Background: an optimization exercise with open tools, aiming at small area and a short achievable clock period. Do not read the settings as production practice.
In this exercise RTL edits were held to simulation tests only and were not proved equivalent to the original.
Power is estimated from default activity; no workload was simulated.

== old ==
// stream_minhash_sketcher
module stream_minhash_sketcher #(
  parameter int unsigned SKETCH_SIZE         = 16,
  parameter int unsigned H1_WIDTH            = 32,
  parameter int unsigned H2_WIDTH            = 32,
  parameter int unsigned LOG2_NUM_OF_BUCKETS = 8,
  parameter int unsigned DEDUP               = 1,
  parameter int unsigned CNT_WIDTH           = 16
) (
  input  logic                                       clk,
  input  logic                                       reset_n,
  input  logic                                       in_valid,
  output logic                                       in_ready,
  input  logic [H1_WIDTH-1:0]                        in_h1,
  input  logic [H2_WIDTH-1:0]                        in_h2,
  input  logic                                       in_last,
  output logic                                       sketch_valid,
  input  logic                                       sketch_ready,
  output logic [SKETCH_SIZE*LOG2_NUM_OF_BUCKETS-1:0] sketch_bucket,
  output logic [SKETCH_SIZE*H1_WIDTH-1:0]            sketch_h1,
  output logic [$clog2(SKETCH_SIZE+1)-1:0]           sketch_count,
  output logic [CNT_WIDTH-1:0]                       kmer_count
);
Size: about 4300 cells after synthesis, roughly 660 flip-flops, ~730 I/O pins.
==> module stream_minhash_sketcher, before the edit <==
module stream_minhash_sketcher #(
  parameter int unsigned SKETCH_SIZE         = 16,
  parameter int unsigned H1_WIDTH            = 32,
  parameter int unsigned H2_WIDTH            = 32,
  parameter int unsigned LOG2_NUM_OF_BUCKETS = 8,
  parameter int unsigned DEDUP               = 1,
  parameter int unsigned CNT_WIDTH           = 16
) (
  input  logic                                       clk,
  input  logic                                       reset_n,
  input  logic                                       in_valid,
  output logic                                       in_ready,
  input  logic [H1_WIDTH-1:0]                        in_h1,
  input  logic [H2_WIDTH-1:0]                        in_h2,
  input  logic                                       in_last,
  output logic                                       sketch_valid,
  input  logic                                       sketch_ready,
  output logic [SKETCH_SIZE*LOG2_NUM_OF_BUCKETS-1:0] sketch_bucket,
  output logic [SKETCH_SIZE*H1_WIDTH-1:0]            sketch_h1,
  output logic [$clog2(SKETCH_SIZE+1)-1:0]           sketch_count,
  output logic [CNT_WIDTH-1:0]                       kmer_count
);
  localparam int unsigned S  = SKETCH_SIZE;
  localparam int unsigned W  = H1_WIDTH;
  localparam int unsigned L  = LOG2_NUM_OF_BUCKETS;
  localparam int unsigned CW = $clog2(SKETCH_SIZE + 1);
  localparam int unsigned N  = W + L;        
  logic           started, done_q;
  logic           accept, clear, dup;
  logic [N-1:0]   ent_q [S];
  logic [N-1:0]   ent_d [S];
  logic [N-1:0]   nx_ent;
  logic [W-1:0]   xn;
  logic [S-1:0]   v_q, c_gt, eq;
  logic [S-1:0]   sel_new, sel_sh, sel_keep;
  logic [CNT_WIDTH-1:0] kmer_q;
  logic [CW-1:0]  count_q;
  always_ff @(posedge clk or negedge reset_n) begin
    if (!reset_n) started <= 1'b0;
    else          started <= 1'b1;
  end
  always_ff @(posedge clk or negedge reset_n) begin
    if (!reset_n)                 done_q <= 1'b0;
    else if (done_q)              done_q <= !sketch_ready;
    else if (in_valid && started) done_q <= in_last;
  end
  assign in_ready     = started & ~done_q;
  assign sketch_valid = done_q;
  assign accept       = in_valid & started & ~done_q;
  assign clear        = (done_q & sketch_ready) | ~started;
  assign nx_ent = clear ? {{L{1'b0}}, {W{1'b1}}} : {in_h2[L-1:0], in_h1};
  assign xn     = ~in_h1;
  logic [S-1:0] vn, c_lt, gtn, ltn;
  logic [3:0]   neq4;
  logic [S-1:0] gtp;
  logic         ndup;
  logic         acceptn, clearn;
  assign acceptn = ~accept;
  assign clearn  = ~clear;
  for (genvar g = 0; g < S; g++) begin : g_cmp
    assign v_q[g] = (count_q > CW'(g));
    assign vn[g]  = ~v_q[g];
    mh_cmp #(.W(W)) u_cmp (.q(ent_q[g][W-1:0]), .xn(xn), .gt(c_gt[g]), .lt(c_lt[g]));
    mh_nor2  u_gtn (.a(vn[g]), .b(c_gt[g]), .y(gtn[g]));
    mh_or2   u_gtp (.a(vn[g]), .b(c_gt[g]), .y(gtp[g]));
    mh_nand2 u_ltn (.a(v_q[g]), .b(c_lt[g]), .y(ltn[g]));
    mh_nor3  u_eq  (.a(vn[g]), .b(c_gt[g]), .c(c_lt[g]), .y(eq[g]));
  end
  for (genvar k = 0; k < 4; k++) begin : g_dup
    mh_nor4 u (.a(eq[4*k]), .b(eq[4*k+1]), .c(eq[4*k+2]), .d(eq[4*k+3]), .y(neq4[k]));
  end
  mh_nand4 u_dup  (.a(neq4[0]), .b(neq4[1]), .c(neq4[2]), .d(neq4[3]), .y(dup));
  mh_and4  u_ndup (.a(neq4[0]), .b(neq4[1]), .c(neq4[2]), .d(neq4[3]), .y(ndup));
  for (genvar g = 0; g < S; g++) begin : g_sel
    if (g == 0) begin : g_first
      mh_o21ai u_new (.a1(acceptn), .a2(gtn[0]), .b1(clearn), .y(sel_new[0]));
      assign sel_sh[0] = 1'b0;
      mh_inv   u_keep (.a(sel_new[0]), .y(sel_keep[0]));
    end else begin : g_rest
      mh_o31ai u_new (.a1(acceptn), .a2(ltn[g-1]), .a3(gtn[g]), .b1(clearn), .y(sel_new[g]));
      mh_nor3  u_sh  (.a(acceptn), .b(dup), .c(gtn[g-1]), .y(sel_sh[g]));
      mh_a31oi u_keep (.a1(accept), .a2(gtp[g]), .a3(ndup), .b1(clear), .y(sel_keep[g]));
    end
  end
  for (genvar g = 0; g < S; g++) begin : g_slot
    for (genvar b = 0; b < N; b++) begin : g_bit
      if (g == 0) begin : g_first
        mh_mux2 u_mux (.sa(sel_new[g]), .a(nx_ent[b]), .sb(sel_keep[g]), .b(ent_q[g][b]),
                       .y(ent_d[g][b]));
      end else begin : g_rest
        mh_mux3 u_mux (.sa(sel_new[g]), .a(nx_ent[b]), .sb(sel_sh[g]), .b(ent_q[g-1][b]),
                       .sc(sel_keep[g]), .c(ent_q[g][b]), .y(ent_d[g][b]));
      end
    end
  end
  always_ff @(posedge clk) begin
    for (int unsigned i = 0; i < S; i++) ent_q[i] <= ent_d[i];
  end
  always_ff @(posedge clk) begin
    if (clear)                       kmer_q <= '0;
    else if (accept && kmer_q != '1) kmer_q <= kmer_q + 1'b1;
  end
  logic          cnt_en, cnt_hold;
  logic [CW-1:0] cnt_inc, cnt_d;
  assign cnt_inc = count_q + 1'b1;
  mh_nor3 u_cnt_en   (.a(acceptn), .b(dup), .c(v_q[S-1]), .y(cnt_en));
  mh_nor2 u_cnt_hold (.a(cnt_en), .b(clear), .y(cnt_hold));
  for (genvar b = 0; b < CW; b++) begin : g_cnt
    mh_mux2 u_mux (.sa(cnt_en), .a(cnt_inc[b]), .sb(cnt_hold), .b(count_q[b]), .y(cnt_d[b]));
  end
  always_ff @(posedge clk) count_q <= cnt_d;
  assign sketch_count = count_q;
  for (genvar g = 0; g < S; g++) begin : g_pack
    assign sketch_h1[g*W +: W]     = ent_q[g][W-1:0];
    assign sketch_bucket[g*L +: L] = ent_q[g][W+L-1:W];
  end
  assign kmer_count = kmer_q;
endmodule
==> module mh_or2, before the edit <==
module mh_or2 (input logic a, b, output logic y);
  assign y = a | b;
endmodule
==> module mh_and4, before the edit <==
module mh_and4 (input logic a, b, c, d, output logic y);
  assign y = a & b & c & d;
endmodule
==> module mh_a31oi, before the edit <==
module mh_a31oi (input logic a1, a2, a3, b1, output logic y);
  assign y = ~((a1 & a2 & a3) | b1);
endmodule
Settings: LEC_CHECK=0, CAP_MARGIN=20, CORE_MARGIN=2, CORE_UTILIZATION=40, CTS_BUF_LIST=sky130_fd_sc_hd__clkbuf_4 sky130_fd_sc_hd__clkbuf_8, CTS_CLUSTER_DIAMETER=60, CTS_CLUSTER_SIZE=14, SETUP_SLACK_MARGIN=1.3, SLEW_MARGIN=20, SYNTH_HIERARCHICAL=1, SYNTH_MINIMUM_KEEP_SIZE=0; clock period 5.0 ns.
standard.sh (not shown) runs the stock make flow with config.mk's settings and CLKGATE_MAP_FILE= SYNTH_SCRIPT=/design/flow/synth_recipe.tcl, a recipe that flattens the netlist after the stock synthesis.
==> flow/flow/run.sh <==
#!/bin/bash
# The standard layout (standard.sh), with two changes: the smallest buffer on every input and
# output port instead of the default delay buffer, and ABC told to expect a light load on each
# gate output so that it does not upsize cells before placement (the resizer sizes them later
# from the real loads). Each tool's output goes to the ORFS logs under orfs/logs; make's own
# output goes to flow_make.log here.
set -euo pipefail
export BUFFER_PORTS_ARGS="-buffer_cell sky130_fd_sc_hd__buf_1"
bash standard.sh ABC_LOAD_IN_FF=1 finish > flow_make.log 2>&1
[inputs] new vs old
-- flow/design.v --
<<< old, line 53
  logic [S-1:0] vn, c_lt, gtn, ltn;
  logic [3:0]   neq4;
  logic [S-1:0] gtp;
  logic         ndup;
  logic         acceptn, clearn;
  assign acceptn = ~accept;
>>> new, line 53
  logic [S-1:0] vn, c_lt, gtn, ltn;
  logic [3:0]   neq4;
  logic         acceptn, clearn;
  assign acceptn = ~accept;
<<< old, line 63
    mh_cmp #(.W(W)) u_cmp (.q(ent_q[g][W-1:0]), .xn(xn), .gt(c_gt[g]), .lt(c_lt[g]));
    mh_nor2  u_gtn (.a(vn[g]), .b(c_gt[g]), .y(gtn[g]));
    mh_or2   u_gtp (.a(vn[g]), .b(c_gt[g]), .y(gtp[g]));
    mh_nand2 u_ltn (.a(v_q[g]), .b(c_lt[g]), .y(ltn[g]));
    mh_nor3  u_eq  (.a(vn[g]), .b(c_gt[g]), .c(c_lt[g]), .y(eq[g]));
>>> new, line 61
    mh_cmp #(.W(W)) u_cmp (.q(ent_q[g][W-1:0]), .xn(xn), .gt(c_gt[g]), .lt(c_lt[g]));
    mh_nor2  u_gtn (.a(vn[g]), .b(c_gt[g]), .y(gtn[g]));
    mh_nand2 u_ltn (.a(v_q[g]), .b(c_lt[g]), .y(ltn[g]));
    mh_nor3  u_eq  (.a(vn[g]), .b(c_gt[g]), .c(c_lt[g]), .y(eq[g]));
<<< old, line 70
    mh_nor4 u (.a(eq[4*k]), .b(eq[4*k+1]), .c(eq[4*k+2]), .d(eq[4*k+3]), .y(neq4[k]));
  end
  mh_nand4 u_dup  (.a(neq4[0]), .b(neq4[1]), .c(neq4[2]), .d(neq4[3]), .y(dup));
  mh_and4  u_ndup (.a(neq4[0]), .b(neq4[1]), .c(neq4[2]), .d(neq4[3]), .y(ndup));
  for (genvar g = 0; g < S; g++) begin : g_sel
    if (g == 0) begin : g_first
>>> new, line 67
    mh_nor4 u (.a(eq[4*k]), .b(eq[4*k+1]), .c(eq[4*k+2]), .d(eq[4*k+3]), .y(neq4[k]));
  end
  mh_nand4 u_dup (.a(neq4[0]), .b(neq4[1]), .c(neq4[2]), .d(neq4[3]), .y(dup));
  for (genvar g = 0; g < S; g++) begin : g_sel
    if (g == 0) begin : g_first
<<< old, line 80
      mh_o31ai u_new (.a1(acceptn), .a2(ltn[g-1]), .a3(gtn[g]), .b1(clearn), .y(sel_new[g]));
      mh_nor3  u_sh  (.a(acceptn), .b(dup), .c(gtn[g-1]), .y(sel_sh[g]));
      mh_a31oi u_keep (.a1(accept), .a2(gtp[g]), .a3(ndup), .b1(clear), .y(sel_keep[g]));
    end
  end
>>> new, line 76
      mh_o31ai u_new (.a1(acceptn), .a2(ltn[g-1]), .a3(gtn[g]), .b1(clearn), .y(sel_new[g]));
      mh_nor3  u_sh  (.a(acceptn), .b(dup), .c(gtn[g-1]), .y(sel_sh[g]));
      mh_nor2  u_keep (.a(sel_new[g]), .b(sel_sh[g]), .y(sel_keep[g]));
    end
  end
<<< old, line 101
    else if (accept && kmer_q != '1) kmer_q <= kmer_q + 1'b1;
  end
  logic          cnt_en, cnt_hold;
  logic [CW-1:0] cnt_inc, cnt_d;
  assign cnt_inc = count_q + 1'b1;
  mh_nor3 u_cnt_en   (.a(acceptn), .b(dup), .c(v_q[S-1]), .y(cnt_en));
  mh_nor2 u_cnt_hold (.a(cnt_en), .b(clear), .y(cnt_hold));
  for (genvar b = 0; b < CW; b++) begin : g_cnt
    mh_mux2 u_mux (.sa(cnt_en), .a(cnt_inc[b]), .sb(cnt_hold), .b(count_q[b]), .y(cnt_d[b]));
  end
  always_ff @(posedge clk) count_q <= cnt_d;
  assign sketch_count = count_q;
  for (genvar g = 0; g < S; g++) begin : g_pack
>>> new, line 97
    else if (accept && kmer_q != '1) kmer_q <= kmer_q + 1'b1;
  end
  always_ff @(posedge clk) begin
    if (clear)                             count_q <= '0;
    else if (accept && !dup && !v_q[S-1]) count_q <= count_q + 1'b1;
  end
  assign sketch_count = count_q;
  for (genvar g = 0; g < S; g++) begin : g_pack
<<< old, line 206
  assign y = ~(a | b | c | d);
endmodule
module mh_or2 (input logic a, b, output logic y);
  assign y = a | b;
endmodule
module mh_and4 (input logic a, b, c, d, output logic y);
  assign y = a & b & c & d;
endmodule
module mh_a31oi (input logic a1, a2, a3, b1, output logic y);
  assign y = ~((a1 & a2 & a3) | b1);
endmodule
module mh_nand4 (input logic a, b, c, d, output logic y);
  assign y = ~(a & b & c & d);
>>> new, line 197
  assign y = ~(a | b | c | d);
endmodule
module mh_nand4 (input logic a, b, c, d, output logic y);
  assign y = ~(a & b & c & d);
### Flow results
Between old and new, the flow reports clock power decreasing by a little under 10%. Compared new against old; simple-gate share of the synthesized area within noise. In new, the placer congestion estimate came out about 4% below the value in old. Overall via count from detail_route went up by a few percent going from old to new. From old to new the numbers moved as follows: global-route met3 utilization up 3.0 points; total area of sequential cells level; sequential power now sits higher; final wirelength climbed 8.9%; non-clock buffer count saw an increase. In terms of clock latency reported for the late side of the worst-skew pair, old and new differ only marginally. The final layout from new, which completed every stage, passed the timing, DRC and antenna checks at the end of the flow. Summary of new over old: power now larger, multi-input combinational gate total now smaller. When new is set beside old, its layout net count turns out to be about 0.9% larger. met4 as the top layer used by detailed routing was reported by old, and met5 by new.

==> port drivers added, routing unchanged <==
Ports are ideal in the flow. The routed layouts listed here were re-timed in OpenROAD.
Step 1, drivers: a clkbuf_16 drives clk and a buf_2 each remaining input, both assumed.
Step 2, shift: input delay + t, output delay - t, t = (earliest + latest rising clock arrival at the registers) / 2. This alone moves slack from input paths to output paths.
Slacks: no drivers / after step 1 / after step 2; pairs: no drivers / after step 1.
run | shift t [ns] | setup WS [ns] | worst setup path after step 2 | worst register clock-pin slew, ns
old | 0.761 | 1.208 / 1.241 / 0.480 | input to register | 0.10 / 0.10
new | 0.749 | 1.038 / 1.084 / 0.335 | input to register | 0.10 / 0.10
After both steps setup and hold are still met in every run listed. For old, which loses most, drivers alone change the setup slack by +0.033 ns; drivers and shift together by -0.728 ns.
